This is an optimization exercise on Yosys and OpenROAD, whose aim is small area and a short achievable clock period, not a production implementation.
Only simulation tests tie the RTL to the original design; equivalence was not proved.
Power and IR drop assume default switching activity.

--- config.mk ---
export PLATFORM = sky130hd
export DESIGN_NAME = mc_bank_dispatch
export DESIGN_NICKNAME = mc_bank_dispatch
export VERILOG_FILES = /design/flow/design.v
export SDC_FILE = /design/flow/constraint.sdc
export NUM_CORES = 4
export LEC_CHECK = 0
export CAP_MARGIN = 20
export CORE_MARGIN = 2
export CORE_UTILIZATION = 40
export SLEW_MARGIN = 20
--- run.sh ---
#!/bin/bash
# synth_recipe.tcl (not shown) runs the flow's synth.tcl, then flattens the netlist and writes it again
# the make line also repeats each setting of config.mk as NAME=value (left out here)
make -C /OpenROAD-flow-scripts/flow DESIGN_CONFIG=/design/flow/config.mk WORK_HOME=/design/flow/orfs CLKGATE_MAP_FILE= SYNTH_SCRIPT=/design/flow/synth_recipe.tcl finish
--- design.v ---
`default_nettype none
package mc_dec_pkg;
    localparam logic MC_RD = 1'b0;
    localparam logic MC_WR = 1'b1;
    localparam int MC_ADDR_W = 32;
    localparam int MC_DATA_W = 256;
    typedef struct packed {
        logic                 rdwr;
        logic [MC_ADDR_W-1:0] addr;
        logic [MC_DATA_W-1:0] wr_data;
    } mc_req_t;
    function automatic int mc_bank_idx(input logic [63:0] addr, input int lsb, input int bank_w);
        logic [63:0] mask;
        mask = (64'd1 << bank_w) - 64'd1;
        mc_bank_idx = (addr >> lsb) & mask;
    endfunction
endpackage
`default_nettype wire
`default_nettype none
module mc_sync_fifo
#(
    parameter int WIDTH = 289,
    parameter int DEPTH = 8
) (
    input  logic                   clk,
    input  logic                   rst_n,
    input  logic                   push,
    input  logic                   pop,
    input  logic [WIDTH-1:0]       wdata,
    output logic [WIDTH-1:0]       rdata,
    output logic                   full,
    output logic                   empty,
    output logic [$clog2(DEPTH):0] count
);
    localparam int c_ptr_w = $clog2(DEPTH);
    localparam int c_cnt_w = $clog2(DEPTH) + 1;
    logic [WIDTH-1:0]   mem_q [DEPTH];
    logic [c_ptr_w-1:0] wr_ptr_q, wr_ptr_d;
    logic [c_ptr_w-1:0] rd_ptr_q, rd_ptr_d;
    logic [c_cnt_w-1:0] count_q, count_d;
    logic               w_do_push;
    logic               w_do_pop;
    assign full      = (count_q == c_cnt_w'(DEPTH));
    assign empty     = (count_q == '0);
    assign count     = count_q;
    assign rdata     = mem_q[rd_ptr_q];
    assign w_do_push = push && !full;
    assign w_do_pop  = pop && !empty;
    always_comb begin
        wr_ptr_d = wr_ptr_q;
        rd_ptr_d = rd_ptr_q;
        count_d  = count_q;
        if (w_do_push) wr_ptr_d = wr_ptr_q + c_ptr_w'(1);
        if (w_do_pop)  rd_ptr_d = rd_ptr_q + c_ptr_w'(1);
        unique case ({w_do_push, w_do_pop})
            2'b10:   count_d = count_q + c_cnt_w'(1);
            2'b01:   count_d = count_q - c_cnt_w'(1);
            default: count_d = count_q;
        endcase
    end
    always_ff @(posedge clk or negedge rst_n) begin
        if (!rst_n) begin
            wr_ptr_q <= '0;
            rd_ptr_q <= '0;
            count_q  <= '0;
        end else begin
            wr_ptr_q <= wr_ptr_d;
            rd_ptr_q <= rd_ptr_d;
            count_q  <= count_d;
        end
    end
    always_ff @(posedge clk) begin
        if (w_do_push) mem_q[wr_ptr_q] <= wdata;
    end
endmodule
`default_nettype wire
`default_nettype none
module mc_bank_dispatch
#(
    parameter int NUM_BANKS  = 32,
    parameter int ADDR_W     = 32,
    parameter int DATA_W     = 256,
    parameter int FIFO_DEPTH = 8,
    parameter int BANK_LSB   = 5
) (
    input  logic                          clk,
    input  logic                          reset,
    input  logic                          sys__mc__dram_req,
    input  logic                          sys__mc__dram_rdwr,
    input  logic [ADDR_W-1:0]             sys__mc__dram_addr,
    input  logic [DATA_W-1:0]             sys__mc__dram_wr_data,
    output logic                          mc__sys__dram_busy,
    output logic                          input_fifo_empty,
    output logic [$clog2(FIFO_DEPTH):0]   input_fifo_count,
    output logic [NUM_BANKS-1:0]          dec__bnc__valid,
    output logic                          dec__bnc__rdwr,
    output logic [ADDR_W-1:0]             dec__bnc__addr,
    output logic [DATA_W-1:0]             dec__bnc__wr_data,
    input  logic [NUM_BANKS-1:0]          bnc__dec__ready
    ,
    output logic [15:0]                   stat__drop_cnt,
    output logic [31:0]                   stat__rd_cnt,
    output logic [31:0]                   stat__wr_cnt
);
    localparam int c_bank_w = $clog2(NUM_BANKS);
    localparam int c_req_w  = 1 + ADDR_W + DATA_W;
    localparam logic [NUM_BANKS-1:0] c_sel_lsb = {{(NUM_BANKS-1){1'b0}}, 1'b1};
    typedef struct packed {
        logic              rdwr;
        logic [ADDR_W-1:0] addr;
        logic [DATA_W-1:0] wr_data;
    } disp_req_t;
    disp_req_t            w_push_req, w_head_req;
    logic                 w_push, w_pop, w_full, w_empty, w_xfer;
    logic [NUM_BANKS-1:0] w_head_sel;
    logic                 out_valid_q, out_valid_d;
    logic [NUM_BANKS-1:0] sel_q, sel_d;
    disp_req_t            out_req_q, out_req_d;
    assign w_push_req = {sys__mc__dram_rdwr, sys__mc__dram_addr, sys__mc__dram_wr_data};
    assign w_push     = sys__mc__dram_req && !w_full;
    assign w_xfer     = |(sel_q & bnc__dec__ready);
    assign w_pop      = !w_empty && (!out_valid_q || w_xfer);
    assign w_head_sel = c_sel_lsb << mc_dec_pkg::mc_bank_idx({{(64-ADDR_W){1'b0}}, w_head_req.addr}, BANK_LSB, c_bank_w);
    mc_sync_fifo #(
        .WIDTH (c_req_w),
        .DEPTH (FIFO_DEPTH)
    ) u_fifo (
        .clk   (clk),
        .rst_n (reset),
        .push  (w_push),
        .pop   (w_pop),
        .wdata (w_push_req),
        .rdata (w_head_req),
        .full  (w_full),
        .empty (w_empty),
        .count (input_fifo_count)
    );
    always_comb begin
        out_valid_d = out_valid_q;
        sel_d       = sel_q;
        out_req_d   = out_req_q;
        if (w_pop) begin
            out_valid_d = 1'b1;
            sel_d       = w_head_sel;
            out_req_d   = w_head_req;
        end else if (w_xfer) begin
            out_valid_d = 1'b0;
            sel_d       = '0;
        end
    end
    always_ff @(posedge clk or negedge reset) begin
        if (!reset) begin
            out_valid_q <= 1'b0;
            sel_q       <= '0;
            out_req_q   <= '0;
        end else begin
            out_valid_q <= out_valid_d;
            sel_q       <= sel_d;
            out_req_q   <= out_req_d;
        end
    end
    assign mc__sys__dram_busy = w_full;
    assign input_fifo_empty   = w_empty;
    assign dec__bnc__valid    = sel_q;
    assign dec__bnc__rdwr     = out_req_q.rdwr;
    assign dec__bnc__addr     = out_req_q.addr;
    assign dec__bnc__wr_data  = out_req_q.wr_data;
    logic [15:0] drop_cnt_q, drop_cnt_d;
    logic [31:0] rd_cnt_q, rd_cnt_d;
    logic [31:0] wr_cnt_q, wr_cnt_d;
    always_comb begin
        drop_cnt_d = drop_cnt_q;
        rd_cnt_d   = rd_cnt_q;
        wr_cnt_d   = wr_cnt_q;
        if (sys__mc__dram_req && w_full && (drop_cnt_q != 16'hFFFF))
            drop_cnt_d = drop_cnt_q + 16'd1;
        if (w_xfer && (out_req_q.rdwr == mc_dec_pkg::MC_WR)) wr_cnt_d = wr_cnt_q + 32'd1;
        if (w_xfer && (out_req_q.rdwr == mc_dec_pkg::MC_RD)) rd_cnt_d = rd_cnt_q + 32'd1;
    end
    always_ff @(posedge clk or negedge reset) begin
        if (!reset) begin
            drop_cnt_q <= '0;
            rd_cnt_q   <= '0;
            wr_cnt_q   <= '0;
        end else begin
            drop_cnt_q <= drop_cnt_d;
            rd_cnt_q   <= rd_cnt_d;
            wr_cnt_q   <= wr_cnt_d;
        end
    end
    assign stat__drop_cnt = drop_cnt_q;
    assign stat__rd_cnt   = rd_cnt_q;
    assign stat__wr_cnt   = wr_cnt_q;
endmodule
`default_nettype wire
--- constraint.sdc ---
create_clock -name core_clock -period 4.0 [get_ports {clk}]
set_input_delay 0.8000 -clock core_clock [delete_from_list [all_inputs] [get_ports {clk}]]
set_output_delay 0.8000 -clock core_clock [all_outputs]
set_load 0.01 [all_outputs]
==> results.txt <==
## layout by cell type, fill, tap and decap left out, types with 28 or more instances in the layout
| cell type | netlist | final |
|---|---|---|
| a21oi_1 | 293 | 292 |
| buf_12 | 0 | 81 |
| buf_4 | 23 | 136 |
| clkbuf_1 | 71 | 76 |
| clkbuf_16 | 0 | 310 |
| clkbuf_8 | 0 | 33 |
| clkdlybuf4s50_1 | 0 | 729 |
| clkinv_1 | 0 | 30 |
| clkinv_2 | 0 | 43 |
| dfrtp_1 | 412 | 409 |
| diode_2 | 0 | 28 |
| edfxtp_1 | 2312 | 2312 |
| mux2i_1 | 287 | 287 |
| mux4_2 | 578 | 578 |
| nand2_1 | 66 | 66 |
| nand3_1 | 31 | 31 |
| nand4_1 | 43 | 43 |
| nor2_1 | 301 | 300 |
| xnor2_1 | 73 | 73 |
## cell usage after synthesis (23+ instances only)
master / count
nor2_1: 301
xnor2_1: 73
a21oi_1: 293
mux2i_1: 287
dfrtp_1: 412
edfxtp_1: 2312
clkbuf_1: 71
mux4_2: 578
nand4_1: 43
and3_1: 23
nand3_1: 31
buf_4: 23
buf_6: 29
buf_2: 106
nand2_1: 66
## worst reg2reg max path, delay by kind of cell (launching register included)
kind	cells	cell delay (ps)
muxes	2	590
DFF	1	770
buffers and inverters	2	1420
AOI/OAI and AO/OA	1	110
## sequential cells by signal, summed over array words and instances (netlist names)
signal           flops
u_fifo.rd_ptr_q      3
sel_q               32
drop_cnt_q          16
out_valid_q          1
u_fifo.mem_q      2312
u_fifo.wr_ptr_q      3
u_fifo.count_q       4
wr_cnt_q            32
rd_cnt_q            32
out_req_q          289
## through the flow
step                worst slack [ps]  power [W]  cell area, µm²  hold WS, ps
finish                         366.8    0.06792          124600        471.8
global route                   249.3    0.07031          124600        483.5
CTS                            267.5    0.06880          124600        469.6
detailed placement             229.1    0.04197          115000        462.6
global placement               141.2    0.04174          115000        462.3
floorplan                      -6671    0.03925          102100        504.4
## per-layer routing
layer	up-vias	share of wire, %
met4	80	2.9
met3	452	7.2
met1	26450	41
met2	1485	49
met5	-	0.20
li1	21530	-
## area by class of cell
type / instances / area [µm²] / share of cell area [%]
tap: 3366 / 4212 / 3.379
timing repair buffer: 948 / 9965 / 7.996
clock inverter: 112 / 1061 / 0.8514
clock buffer: 419 / 8497 / 6.818
inverter: 9 / 33.78 / 0.02711
sequential: 2724 / 79750 / 63.99
antenna: 28 / 70.07 / 0.05622
multi-input combinational: 1819 / 21040 / 16.88
## power by group through the flow
stage	Sequential [W]	Clock, W	Combinational [W]
final	0.0352	0.0267	0.00598
after global routing	0.0354	0.0285	0.00642
after floorplan	0.0365	0	0.00278
after detailed placement	0.0358	0	0.00618
after global placement	0.0356	0	0.00614
after CTS	0.0352	0.0274	0.00620
## cell families (layout without fill, tap and decap cells)
family / after synthesis / in the layout
flip-flops: 2724 / 2724
multiplexers: 872 / 872
AND/OR/NAND/NOR: 506 / 506
AO/OA/AOI/OAI: 347 / 347
buffers and inverters: 251 / 1488
XOR/XNOR: 85 / 85
adder cells (fa/ha/maj): 9 / 9
other: 0 / 28
## how the worst min path moves through the flow
stage,cells after the start,to
detailed placement,1,rd_cnt_q[31]
global placement,1,rd_cnt_q[31]
global route,1,rd_cnt_q[31]
floorplan,0,drop_cnt_q[0]
CTS,2,out_req_q[16]
finish,1,rd_cnt_q[31]
==> impl_metrics.tcl <==
set metrics [dict create \
    cts-resized-gates 0 \
    cts_buffers 302 \
    run_status "timing/DRC/antenna clean" \
    fin_nets 6137 \
    critPathMaxFanout 5 \
    drc 0 \
    routed_wirelength_um 246800 \
    io_buffers 730 \
    grt_use_met1_pct 24.42 \
    drt_iter0_markers 4135 \
    viasPerCell 5.304 \
    use_met3_pct 5.182 \
    rsz0062_at_grt "no" \
    ys_types 48 \
    vias 49990 \
    drive_gt1_share_pct 20.74 \
    overflow 0 \
    switchingPower_w 0.01524 \
    grt_util_met2_pct 30.36 \
    pwr-share-seq_pct 51.8 \
    n_fill_cell 20480 \
    reg2reg_depth 5 \
    yosysSeqAreaShare_pct 78.15 \
    cts.path.max_buffers 4 \
    crit_end "input_fifo_empty" \
    crit_required_ps 3200 \
    rows 185 \
    cp.depth 2 \
    die_w_um 509.1 \
    ir_drop_mv 0.4058 \
    synth-simple-area-share_pct 2.207 \
    place.gp.congestion 0.7938 \
    reg2reg_from "u_fifo.rd_ptr_q[1]" \
    synthArstFlopShare_pct 15.12 \
    first_global_vias 51750 \
    tritoncts "yes" \
    hp-start "rd_cnt_q[31]" \
    ys.flop_type "edfxtp_1" \
    grtUsageTotal_pct 18.78 \
    p_leak_nw 40.30 \
    yosysTopAreaCellShare_pct 68.04 \
    max_freq_ghz 0.2752 \
    drt-wirelength-per-cell_um 26.19 \
    grt_start_max_net_pins 170 \
    tns_ps 0 \
    crit_arrival_ps 2830 \
    cap_viol_max_count 0 \
    grt_pass1_wl_um 356800 \
    dp_cells 8865 \
    p_clk_share_pct 39.4 \
    reg2reg_slack_ps 960 \
    busiest_layer "met2" \
    clock_skew_ps 70.22 \
    crit_slowest_cell "nor4_2" \
    synth_top_family_by_area "multiplexers" \
    finalMaxSlewViolations 0 \
    critical-path-top-delay-family "simple AND/OR/NAND/NOR gates" \
    synth_area_um2 102000 \
    intPower_w 0.05267 \
    hold_buffers 1 \
    max_stage_delay_ps 770 \
    synthAdderAreaFrac_pct 0.1177 \
    core-area_um2 253900 \
    cts-root-buf "clkbuf_16" \
    syn_avg_cell_area_um2 21.28 \
    antenna_found_initial 81 \
    comb_power_share_pct 8.8 \
    critical_path.startpoint "u_fifo.count_q[2]" \
    utilization_pct 49.08 \
    setup-violations-final 0 \
    dr.pass1.iters 6 \
    fin_crit_ps 3633 \
    sw_frac_of_total_pct 22.44 \
    synth-xor-area-share_pct 0.7296 \
    endpoint_kind "output port" \
    synth.largest_area_cell "edfxtp_1" \
    synth_nets 5127 \
    synthCells 4794 \
    crit_path_start_kind "flop" \
    clkTransAtPathRegs_ps 60 \
    post_layout_nonfiller_instances 9425 \
    reg2reg_to "out_req_q[71]" \
    pin_count 731 \
    drtAntennaViolNets 0 \
    synth_edf_count 2312 \
    hold_viol 0 \
    cts_setup_buffers 0 \
    muxShareOfSynthArea_pct 15.68 \
    max_slew_margin_pct 26.47 \
    power_density_nw_per_um2 545.0 \
    period_share_pct 90.83 \
    initial_core_util_pct 40.18 \
    die_area_um2 259100 \
    yosys_warnings 2 \
    ys_top_cells_by_area "edfxtp_1 (68%), mux4_2 (13%), dfrtp_1 (10%)" \
    hpwl_um 151600 \
    hp-class "reg2reg" \
    cp_num_buf_inv 1 \
    syn_to_final_growth_pct 22.15 \
    ctsHtreeMaxLevel 5 \
    synth_seq_cells 2724 \
    critPathKind "reg2out" \
    die-height_um 509.1 \
    synth_compound_gate_area_share_pct 1.766 \
    insertion_delay_ps 920 \
    clock_sinks 2724 \
    path_cells "nor4_2, clkdlybuf4s50_1" \
    worst_pin_slew_ps 1103 \
]

[re-timing with driven ports]
How much do the figures lean on ideal ports? The routed layout below was timed once more, with nothing changed but the port constraints.
Step 1 assumes that a clkbuf_16 drives the clock port and a buf_2 every other input.
Step 2 moves the port delays by t, midway between the first and last clock arrival at a register: inputs arrive t later, outputs are due t later. That takes back most of the time a late clock gives input paths.
Three values: no drivers, after step 1, after step 2; two values: the first two.
t (ns): 0.986
setup slack, ns: 0.367 / 0.265 / 0.256
worst setup path after step 2: input to register
After both steps setup and hold are still met in this run. The setup slack of this run moves by -0.102 ns with the drivers and by -0.111 ns with both steps.
